This is an optimization exercise on Yosys and OpenROAD, whose aim is small area and a short achievable clock period, not a production implementation.
The RTL was checked by simulation tests, not by an equivalence proof against the original design. The flow treats the clock pin as an ideal source, which a real chip does not have.

## rgb_to_hsl_converter_core
module rgb_to_hsl_converter_core #(
  parameter int HUE_BITS = 12
) (
  input  logic                clk,
  input  logic                rst,
  input  logic                start,
  output logic                busy,
  input  logic [23:0]         pixel,
  output logic                done,
  output logic [HUE_BITS-1:0] hue,
  output logic [7:0]          saturation,
  output logic [7:0]          lightness,
  output logic                achromatic
);
Size in the first run: ~660 flip-flops, roughly 26000 sq um of cells after synthesis.
export LEC_CHECK = 0
export CAP_MARGIN = 20
export CORE_MARGIN = 2
export CORE_UTILIZATION = 40
export SETUP_SLACK_MARGIN = 2.7
export SLEW_MARGIN = 20
create_clock -name core_clock -period 5.2 [get_ports {clk}]
run.sh (not shown) runs the stock make flow with config.mk's settings and CLKGATE_MAP_FILE= SYNTH_SCRIPT=/design/flow/synth_recipe.tcl, a recipe that flattens the netlist after the stock synthesis.
The starting point completed with no timing, DRC or antenna violations.
Next try:
CORE_UTILIZATION = 60   (was 40)
CTS_CLUSTER_DIAMETER = 150   (was default)
CTS_CLUSTER_SIZE = 30   (was default)
SETUP_SLACK_MARGIN = 2.9   (was 2.7)
After rerunning:
- The changed run went through all stages and came out clean
- routed wire length rose slightly
- sequential cell count does not change
- final area fell by a few percent
- via count rose slightly
- setup slack improves by 0.15 ns
Next try:
CORE_UTILIZATION = 40   (was 60)
SETUP_SLACK_MARGIN = 2.85   (was 2.9)
What happened: Final area barely changes. Core utilization fell by 23 points. Synthesized cell count is unchanged. Clock skew fell by 0.0046 ns. Register-to-register slack is worse by 0.04 ns. Final cell count rose by about 8%.

Setup of main:
rgb_to_hsl_converter_core again, from the RTL that the note above started with.
make LEC_CHECK=0 CAP_MARGIN=20 CORE_MARGIN=2 CORE_UTILIZATION=40 CTS_CLUSTER_DIAMETER=150 CTS_CLUSTER_SIZE=30 SETUP_SLACK_MARGIN=2.9 SLEW_MARGIN=20 finish   # period 5.2 ns
--- input diff main..the feature branch ---
# main
export LEC_CHECK = 0
export CAP_MARGIN = 20
export CORE_MARGIN = 2
export CORE_UTILIZATION = 40
export CTS_CLUSTER_DIAMETER = 150
export CTS_CLUSTER_SIZE = 30
export SETUP_SLACK_MARGIN = 2.9
export SLEW_MARGIN = 20
create_clock -name core_clock -period 5.2 [get_ports {clk}]
# the feature branch
export LEC_CHECK = 0
export CAP_MARGIN = 20
export CORE_MARGIN = 2
export CORE_UTILIZATION = 40
export SETUP_SLACK_MARGIN = 2.9
export SLEW_MARGIN = 20
create_clock -name core_clock -period 5.2 [get_ports {clk}]
Results
Going from main to the feature branch, met3 wirelength from detailed routing grows by about 40%.
Worst hold slack deteriorates in the feature branch relative to main.
Diff the feature branch and main: final cycle utilization of the critical path higher in the feature branch
The feature branch ends up with lower depth of the most critical reg-to-reg path than main does.
From main to the feature branch the numbers moved as follows: global-route met3 utilization moved up; non-clock buffer count moved down; portion of the layout cell area used by clock cells moved up.
The shortest period the worst path allows of the feature branch was inferior to that of main.

Setup of cedar:
rgb_to_hsl_converter_core, a different RTL version from the one above (not shown whole).
For scale: roughly 2700 cells after synthesis, ~660 flip-flops, ~58 I/O pins, roughly 26000 um2 of cells after synthesis.
clock: 5.2 ns
lec_check: 0
abc_area: 1
cap_margin: 20
core_margin: 2
core_utilization: 40
cts_cluster_diameter: 150
cts_cluster_size: 30
setup_slack_margin: 2.85
slew_margin: 20
cedar finished all stages; the layout is clean.
Modified inputs, lagoon compared to cedar
# cedar
export LEC_CHECK = 0
export ABC_AREA = 1
export CAP_MARGIN = 20
export CORE_MARGIN = 2
export CORE_UTILIZATION = 40
export CTS_CLUSTER_DIAMETER = 150
export CTS_CLUSTER_SIZE = 30
export SETUP_SLACK_MARGIN = 2.85
export SLEW_MARGIN = 20
create_clock -name core_clock -period 5.2 [get_ports {clk}]
# lagoon
export LEC_CHECK = 0
export ABC_AREA = 1
export CAP_MARGIN = 20
export CORE_MARGIN = 2
export CORE_UTILIZATION = 40
export CTS_CLUSTER_DIAMETER = 150
export CTS_CLUSTER_SIZE = 30
export SLEW_MARGIN = 20
create_clock -name core_clock -period 5.2 [get_ports {clk}]
Notes after the runs:
Cell area of lagoon is on par with cedar.
~same final core area utilization in lagoon and cedar
| final worst hold slack | cedar vs lagoon | ≈ equal |
Amount of wire on met2 after detailed routing across lagoon and cedar: no real change.
There was hardly any difference in global-route usage between lagoon and cedar.
Status: per-cell routed wire length parity (lagoon, cedar)
Total area of multi-input combinational cells shrinks slightly when moving from cedar to lagoon.
[inputs] sierra vs lagoon
# lagoon
export LEC_CHECK = 0
export ABC_AREA = 1
export CAP_MARGIN = 20
export CORE_MARGIN = 2
export CORE_UTILIZATION = 40
export CTS_CLUSTER_DIAMETER = 150
export CTS_CLUSTER_SIZE = 30
export SLEW_MARGIN = 20
create_clock -name core_clock -period 5.2 [get_ports {clk}]
# sierra
export LEC_CHECK = 0
export ABC_AREA = 1
export CAP_MARGIN = 20
export CORE_MARGIN = 2
export CORE_UTILIZATION = 40
export CTS_BUF_LIST = sky130_fd_sc_hd__clkbuf_8
export CTS_CLUSTER_DIAMETER = 100
export CTS_CLUSTER_SIZE = 20
export SETUP_SLACK_MARGIN = 2.85
export SLEW_MARGIN = 20
create_clock -name core_clock -period 5.2 [get_ports {clk}]
- Wire length, lagoon and sierra, lower one = lagoon.
- Looking only at data arrival at the endpoint of the critical path, and setting everything else aside, the higher value of lagoon and sierra goes to lagoon.
- sierra vs. lagoon: global-route usage went up; via count of the first global-routing pass rose 174.
## Diff of input files: violet against sierra
# sierra
export LEC_CHECK = 0
export ABC_AREA = 1
export CAP_MARGIN = 20
export CORE_MARGIN = 2
export CORE_UTILIZATION = 40
export CTS_BUF_LIST = sky130_fd_sc_hd__clkbuf_8
export CTS_CLUSTER_DIAMETER = 100
export CTS_CLUSTER_SIZE = 20
export SETUP_SLACK_MARGIN = 2.85
export SLEW_MARGIN = 20
create_clock -name core_clock -period 5.2 [get_ports {clk}]
# violet
export LEC_CHECK = 0
export CAP_MARGIN = 20
export CORE_MARGIN = 2
export CORE_UTILIZATION = 40
export CTS_CLUSTER_DIAMETER = 150
export CTS_CLUSTER_SIZE = 30
export SETUP_SLACK_MARGIN = 2.85
export SLEW_MARGIN = 20
create_clock -name core_clock -period 5.2 [get_ports {clk}]
==> comparison <==
- violet: all stages complete, timing, DRC and antenna checks passed
- The setup skew after layout was comparable across sierra and violet.
- Compared with sierra, violet shows detailed route wirelength on metal3 that has gone down by more than a quarter.
- Going from sierra to violet, CTS clock-pin slew for the worst setup and hold paths ~0 delta; die extent in x -2.5 um; global-route wire length before repair -5800 um; mux cell area share after synthesis +6.7 points.
- Diff sierra -> violet | non-clock buffer count in the final layout | increase of 36

Setup of old:
Another version of the RTL of rgb_to_hsl_converter_core (not shown whole).
Size: roughly 2700 cells after synthesis, ~620 flip-flops, roughly 58 I/O pins, roughly 0.025 sq mm of cells after synthesis.
export LEC_CHECK = 0
export ABC_AREA = 1
export CAP_MARGIN = 20
export CORE_MARGIN = 2
export CORE_UTILIZATION = 40
export CTS_CLUSTER_DIAMETER = 150
export CTS_CLUSTER_SIZE = 30
export SETUP_SLACK_MARGIN = 3.15
export SLEW_MARGIN = 20
create_clock -name core_clock -period 5.2 [get_ports {clk}]
old finished every step from synthesis to the final layout, and the layout passed the timing, design-rule and antenna checks.
Inputs modified between old and new:
- SETUP_SLACK_MARGIN now 2.85, was 3.15
- ABC_AREA no longer set, was 1
Notes after the runs:
Wire length on met3 (new vs. old) decreases by a few percent. Global-route track usage on met3: old vs new, no meaningful difference. Higher sequential cell area share goes to old over new. new vs old, post-synthesis to final-layout area growth went up by 4.1 points. Between new and old, it is new whose total buffers and inverters traversed by the critical path is lower, by 1. NOTE height of the die old->new decreased slightly. Route | new vs old | wire shorter in new.

RTL: one of the versions met above, not the one the previous note started from.
For scale: roughly 2400 cells after synthesis, roughly 660 flip-flops.
Settings: LEC_CHECK=0, CAP_MARGIN=20, CORE_MARGIN=2, CORE_UTILIZATION=40, SETUP_SLACK_MARGIN=3.1, SLEW_MARGIN=20; clock period 5.2 ns.
The baseline finished clean.
Edit:
CORE_UTILIZATION = 60   (was 40)
CTS_CLUSTER_DIAMETER = 150   (was default)
CTS_CLUSTER_SIZE = 30   (was default)
PLACE_DENSITY = 0.8   (was default)
SETUP_SLACK_MARGIN = 2.85   (was 3.1)
After rerunning: The changed run completed with no timing, DRC or antenna violations; synthesized area is unchanged; final cell count goes down by 12%; die area goes down by 33%; setup slack degrades by 0.028 ns; wire length goes down by 5.5%.
Edit:
CORE_UTILIZATION = 40   (was 60)
CTS_BUF_LIST = sky130_fd_sc_hd__clkbuf_8   (was default)
CTS_CLUSTER_DIAMETER = default   (was 150)
CTS_CLUSTER_SIZE = 20   (was 30)
PLACE_DENSITY = default   (was 0.8)
SETUP_SLACK_MARGIN = 2.9   (was 2.85)
Outcome: The new run finished with timing, DRC and antenna clean. Worst hold slack got worse by 0.024 ns. Die area grows by 49%. Final cell count grows by 14%. Global-route usage shrinks by 5.9 points. Final area grows by 8.2%. Setup slack improved by 0.053 ns. First-iteration DRC count shrinks by 6.1%. Via count grows by 1.8%. Sequential share of layout area shrinks by 3.3 points. Clock skew grows by 0.016 ns. Synthesized cell count does not change.

rgb_to_hsl_converter_core with an RTL version that a note above also has.
For scale: ~2700 cells after synthesis, about 620 flip-flops, about 25000 µm² of cells after synthesis.
clock: 5.2 ns
lec_check: 0
abc_area: 1
cap_margin: 20
core_margin: 2
core_utilization: 40
cts_cluster_diameter: 150
cts_cluster_size: 30
setup_slack_margin: 2.92
slew_margin: 20
The starting point ran to the end with no violations.
Change:
SETUP_SLACK_MARGIN = 2.85   (was 2.92)
Effect: Hold slack hardly moves. Register-to-register slack gets worse by 120 ps. Sequential share of layout area goes up by 0.11 points. Worst setup slack loses 36 ps. Global-route usage hardly moves. Count of clock-buffer cells in the layout does not change. Synthesized area is unchanged. Via count hardly moves.

what the ideal ports hide:
The results above use ideal ports. As a check the final layouts listed here were re-extracted and re-timed, cells and wires unchanged.
Step 1 assumes that a clkbuf_16 drives the clock port and a buf_2 every other input.
Step 2 adds t to the input delays and takes it off the output delays; t is the mean of the earliest and latest rising clock arrival at the registers after step 1. Input paths then give back, and output paths get back, about the clock's delay inside the block.
a / b / c = no drivers / after step 1 / after step 2; a / b = the first two.
run | t, ns | slack for setup (ns) | worst register clock-pin slew, ns
the first run of note 1 | 0.654 | 2.744 / 2.731 / 2.731 | 0.06 / 0.06
the second run of note 1 | 0.635 | 2.896 / 2.873 / 2.873 | 0.11 / 0.11
the third run of note 1 | 0.650 | 2.860 / 2.852 / 2.852 | 0.11 / 0.11
main | 0.650 | 2.907 / 2.880 / 2.880 | 0.11 / 0.11
the feature branch | 0.653 | 2.877 / 2.853 / 2.853 | 0.06 / 0.06
cedar | 0.655 | 2.876 / 2.852 / 2.852 | 0.11 / 0.11
lagoon | 0.655 | 2.043 / 2.019 / 2.019 | 0.11 / 0.11
sierra | 0.695 | 2.785 / 2.758 / 2.758 | 0.12 / 0.12
violet | 0.639 | 2.873 / 2.845 / 2.845 | 0.12 / 0.12
old | 0.651 | 2.919 / 2.882 / 2.882 | 0.11 / 0.11
new | 0.629 | 2.823 / 2.823 / 2.823 | 0.11 / 0.11
the first run of note 5 | 0.655 | 2.852 / 2.852 / 2.852 | 0.06 / 0.06
the second run of note 5 | 0.633 | 2.824 / 2.824 / 2.824 | 0.12 / 0.12
the third run of note 5 | 0.754 | 2.877 / 2.853 / 2.853 | 0.06 / 0.06
the first run of note 6 | 0.637 | 2.910 / 2.878 / 2.878 | 0.11 / 0.11
the second run of note 6 | 0.639 | 2.873 / 2.852 / 2.852 | 0.11 / 0.11
After both steps setup and hold are still met in every run listed. For old, which loses most, drivers alone change the setup slack by -0.037 ns; drivers and shift together by -0.037 ns.
